Background: an optimization exercise with open tools, aiming at small area, a short achievable clock period and few clock cycles per item. Do not read the settings as production practice.
At most, simulation tests tie the RTL to the original design; equivalence was not proved.
Power and IR drop assume default switching activity.

Design block_cache_lru_directory_core, start of the top module:
module block_cache_lru_directory_core (
    input  logic        i_clk,
    input  logic        i_rst_n,
    input  logic        i_in_valid,
    output logic        o_in_stall,
    input  logic [0:0]  i_cmd,
    input  logic [31:0] i_block_number,
    output logic        o_out_valid,
    input  logic        i_out_stall,
    output logic [2:0]  o_status,
    output logic [3:0]  o_slot,
    output logic [31:0] o_evicted_block,
    input  logic        i_cfg_we,
    input  logic [31:0] i_cfg_data
);
Size in the first run: about 2,900 cells after synthesis, ~820 flip-flops, ~110 I/O pins, about 0.037 sq mm of cells after synthesis.
Settings: LEC_CHECK=0, CAP_MARGIN=40, CORE_MARGIN=2, CORE_UTILIZATION=40, CTS_CLUSTER_DIAMETER=80, CTS_CLUSTER_SIZE=18, SETUP_SLACK_MARGIN=4.5, SLEW_MARGIN=40; clock period 7.5 ns.
run.sh (not shown) runs the stock make flow with config.mk's settings and CLKGATE_MAP_FILE= SYNTH_SCRIPT=/design/flow/synth_recipe.tcl, a recipe that flattens the netlist after the stock synthesis.
Testbench counts at the start, summed over its fixed seeds: cycles 24,024, requests 24,000.
==> next run, changes <==
--- a/flow/config.mk
+++ b/flow/config.mk
@@ -8,7 +8,7 @@
 export CAP_MARGIN = 40
 export CORE_MARGIN = 2
-export CORE_UTILIZATION = 40
+export CORE_UTILIZATION = 50
 export CTS_CLUSTER_DIAMETER = 80
 export CTS_CLUSTER_SIZE = 18
-export SETUP_SLACK_MARGIN = 4.5
+export SETUP_SLACK_MARGIN = 4.7
 export SLEW_MARGIN = 40
After rerunning: The new run passed the timing, design-rule and antenna checks; synthesized area stays the same; flip-flop and latch count stays the same; total power drops by 2.6%; worst hold slack gets better by 4.2 ps; clock skew drops by 9.2 ps; design area hardly moves.
==> next run, changes <==
--- a/flow/config.mk
+++ b/flow/config.mk
@@ -8,7 +8,7 @@
 export CAP_MARGIN = 40
 export CORE_MARGIN = 2
-export CORE_UTILIZATION = 50
+export CORE_UTILIZATION = 60
 export CTS_CLUSTER_DIAMETER = 80
 export CTS_CLUSTER_SIZE = 18
-export SETUP_SLACK_MARGIN = 4.7
+export SETUP_SLACK_MARGIN = 4.8
 export SLEW_MARGIN = 40
Effect: Die area goes down by 16%; hold slack hardly moves; clock skew went down by 9.9 ps; cell area is about the same; wire length goes down by 4.5%; synthesized area stays the same.
==> next run, changes <==
--- a/flow/config.mk
+++ b/flow/config.mk
@@ -8,5 +8,5 @@
 export CAP_MARGIN = 40
 export CORE_MARGIN = 2
-export CORE_UTILIZATION = 60
+export CORE_UTILIZATION = 50
 export CTS_CLUSTER_DIAMETER = 80
 export CTS_CLUSTER_SIZE = 18
Outcome: The new run completed without violations. Wire length grows by 8.4%. Hold slack improves by 20 ps. Synthesized cell count does not change. Cell area climbs by 2.3%. Worst setup slack gains 62 ps.

---

try-lagoon:
The RTL this note starts from:
==> flow/design.v <==
package bcld_pkg;
    localparam int unsigned BLK_W    = 32;
    localparam int unsigned SLOT_O_W = 4;
    typedef enum logic [0:0] {
        CMD_ACCESS  = 1'b0,
        CMD_RECLAIM = 1'b1
    } t_cmd;
    typedef enum logic [2:0] {
        ST_HIT      = 3'd0,
        ST_INSERTED = 3'd1,
        ST_FULL     = 3'd2,
        ST_RANGE    = 3'd3,
        ST_EVICTED  = 3'd4,
        ST_EMPTY    = 3'd5
    } t_status;
    typedef struct packed {
        logic touch;
        logic insert;
        logic evict;
    } t_lru_op;
endpackage
module block_cache_lru_directory_core (
    input  logic        i_clk,
    input  logic        i_rst_n,
    input  logic        i_in_valid,
    output logic        o_in_stall,
    input  logic [0:0]  i_cmd,
    input  logic [31:0] i_block_number,
    output logic        o_out_valid,
    input  logic        i_out_stall,
    output logic [2:0]  o_status,
    output logic [3:0]  o_slot,
    output logic [31:0] o_evicted_block,
    input  logic        i_cfg_we,
    input  logic [31:0] i_cfg_data
);
    localparam int N = 16;
    logic [31:0]  r_tag [N];
    logic [N-1:0] r_valid;
    logic [31:0]  r_size;
    logic         r_m [N][N];      
    logic         r2_v;
    logic         r2_cmd;
    logic         r2_rng;
    logic [31:0]  r2_key;
    logic [N-1:0] r2_eq;
    logic [N-1:0] r2_fix;
    logic         r2_fixeq;
    logic         r_ov;
    logic [2:0]   r_st;
    logic [3:0]   r_sl;
    logic [31:0]  r_ev;
    logic         q_v;
    logic [2:0]   q_st;
    logic [3:0]   q_sl;
    logic [31:0]  q_ev;
    logic         pop, r_ld;
    logic         adv, take, acc;
    logic [N-1:0] eq_in;
    logic [N-1:0] match, free_oh, victim, upd, ins_oh, evc_oh, sel_oh;
    logic         hit, full, empty, is_acc, go_acc, ins;
    logic [2:0]   n_st;
    logic [3:0]   n_sl;
    logic [31:0]  n_ev;
    logic         older [N][N];   
    assign adv        = r2_v & ~q_v;
    assign take       = ~r2_v | ~q_v;
    assign acc        = i_in_valid & take;
    assign o_in_stall = ~take;
    assign pop        = r_ov & ~i_out_stall;
    assign r_ld       = ~r_ov | pop;
    always_comb begin
        for (int i = 0; i < N; i++) begin
            eq_in[i] = (r_tag[i] == i_block_number);
        end
    end
    always_comb begin
        for (int i = 0; i < N; i++) begin
            match[i] = r_valid[i] & (r2_fix[i] ? r2_fixeq : r2_eq[i]);
        end
        hit   = |match;
        full  = &r_valid;
        empty = ~|r_valid;
        for (int i = 0; i < N; i++) begin
            free_oh[i] = ~r_valid[i];
            for (int k = 0; k < i; k++) begin
                free_oh[i] = free_oh[i] & r_valid[k];
            end
        end
        for (int j = 0; j < N; j++) begin
            for (int k = 0; k < N; k++) begin
                if (k < j) older[k][j] = ~r_valid[k] | r_m[k][j];
                else if (k > j) older[k][j] = ~r_valid[k] | ~r_m[j][k];
                else older[k][j] = 1'b1;
            end
        end
        for (int j = 0; j < N; j++) begin
            victim[j] = r_valid[j];
            for (int k = 0; k < N; k++) begin
                victim[j] = victim[j] & older[k][j];
            end
        end
        is_acc = ~r2_cmd;
        go_acc = is_acc & ~r2_rng;
        ins    = go_acc & ~hit;
        ins_oh = free_oh & {N{ins}};
        upd    = (match & {N{go_acc}}) | ins_oh;
        evc_oh = victim & {N{r2_cmd}};
        sel_oh = go_acc ? (match | (hit ? '0 : free_oh)) : evc_oh;
        n_sl = '0;
        n_ev = '0;
        for (int i = 0; i < N; i++) begin
            if (sel_oh[i]) n_sl = n_sl | 4'(i);
            if (evc_oh[i]) n_ev = n_ev | r_tag[i];
        end
        if (r2_cmd) n_st = empty ? 3'd5 : 3'd4;
        else if (r2_rng) n_st = 3'd3;
        else if (hit) n_st = 3'd0;
        else if (full) n_st = 3'd2;
        else n_st = 3'd1;
    end
    always_ff @(posedge i_clk) begin
        if (!i_rst_n) begin
            r2_v    <= 1'b0;
            r_ov    <= 1'b0;
            q_v     <= 1'b0;
            r_valid <= '0;
            r_size  <= '1;
        end else begin
            if (i_cfg_we) r_size <= i_cfg_data;
            if (take) r2_v <= i_in_valid;
            if (adv) begin
                r_valid <= (r_valid & ~evc_oh) | ins_oh;
            end
            if (r_ld) r_ov <= q_v | adv;
            q_v <= q_v ? ~pop : (adv & ~r_ld);
        end
    end
    always_ff @(posedge i_clk) begin
        if (acc) begin
            r2_cmd   <= i_cmd[0];
            r2_key   <= i_block_number;
            r2_eq    <= eq_in;
            r2_fixeq <= (i_block_number == r2_key);
            r2_rng   <= (i_block_number >= r_size);
            r2_fix   <= adv ? free_oh : '0;
        end
        if (!q_v) begin
            q_st <= n_st;
            q_sl <= n_sl;
            q_ev <= n_ev;
        end
        if (r_ld) begin
            r_st <= q_v ? q_st : n_st;
            r_sl <= q_v ? q_sl : n_sl;
            r_ev <= q_v ? q_ev : n_ev;
        end
    end
    for (genvar i = 0; i < N; i++) begin : g_tag
        always_ff @(posedge i_clk) begin
            if (adv && free_oh[i]) r_tag[i] <= r2_key;
        end
    end
    for (genvar i = 0; i < N; i++) begin : g_row
        for (genvar j = i + 1; j < N; j++) begin : g_col
            always_ff @(posedge i_clk) begin
                if (adv && upd[i]) r_m[i][j] <= 1'b1;
                else if (adv && upd[j]) r_m[i][j] <= 1'b0;
            end
        end
    end
    assign o_out_valid     = r_ov;
    assign o_status        = r_st;
    assign o_slot          = r_sl;
    assign o_evicted_block = r_ev;
endmodule
==> flow/config.mk <==
export PLATFORM = sky130hd
export DESIGN_NAME = block_cache_lru_directory_core
export DESIGN_NICKNAME = block_cache_lru_directory_core
export VERILOG_FILES = /design/flow/design.v
export SDC_FILE = /design/flow/constraint.sdc
export NUM_CORES = 4
export LEC_CHECK = 0
export CAP_MARGIN = 40
export CORE_MARGIN = 2
export CORE_UTILIZATION = 40
export SETUP_SLACK_MARGIN = 3.5
export SLEW_MARGIN = 40
==> flow/constraint.sdc <==
create_clock -name core_clock -period 7.5 [get_ports {i_clk}]
set_input_delay 1.5000 -clock core_clock [delete_from_list [all_inputs] [get_ports {i_clk}]]
set_output_delay 1.5000 -clock core_clock [all_outputs]
set_load 0.01 [all_outputs]
try-lagoon went all the way through the flow, and no timing, DRC or antenna check failed.
Setup changes, try-lagoon to try-yarrow
Settings: SETUP_SLACK_MARGIN: 3.5 -> 4.5.
--- outcome ---
try-yarrow completed; timing, DRC and antenna clean
Cell count of the worst reg-to-reg path was lower in try-yarrow than in try-lagoon.
Relative to try-lagoon, half-perimeter wire length of the detailed placement result decreased by 13% in try-yarrow.
Of the two values seen for launching element of the worst setup path, r_valid[0]$_SDFFE_PN0P_ was produced by try-lagoon and i_block_number[11] by try-yarrow.
| via count of the first global-routing pass | lower: try-lagoon |
Function was not checked in any run of this note: the RTL went through the layout flow alone.

[port drivers added, routing unchanged]
Ports are ideal in the flow. The routed layouts listed here were re-timed in OpenROAD. Step 1, drivers: a clkbuf_16 drives i_clk and a buf_2 each remaining input, both assumed. Step 2, shift: input delay + t, output delay - t, t = (earliest + latest rising clock arrival at the registers) / 2. This alone moves slack from input paths to output paths. a / b / c = ideal ports / drivers / drivers and shift; a / b = the first two.
run	t (ns)	setup WS [ns]	worst hold slack (ns)	worst setup path after step 2	worst slew at a driven data input, ns
the first run of note 1	0.740	4.402 / 4.402 / 4.402	0.424 / 0.424 / 0.424	register to register	0.04
the second run of note 1	0.718	4.473 / 4.473 / 4.102	0.428 / 0.428 / 0.428	input to register	0.06
the third run of note 1	0.719	4.511 / 4.511 / 4.266	0.430 / 0.430 / 0.430	input to register	0.05
the fourth run of note 1	0.735	4.573 / 4.495 / 4.199	0.450 / 0.450 / 0.450	input to register	0.05
try-lagoon	0.755	3.459 / 3.459 / 3.080	0.447 / 0.447 / 0.447	input to register	0.05
try-yarrow	0.744	4.322 / 4.348 / 3.618	0.468 / 0.468 / 0.468	input to register	0.04
After both steps every run listed still meets setup and hold. The setup slack of try-yarrow, which loses most, moves by +0.026 ns with the drivers and by -0.704 ns with both steps.
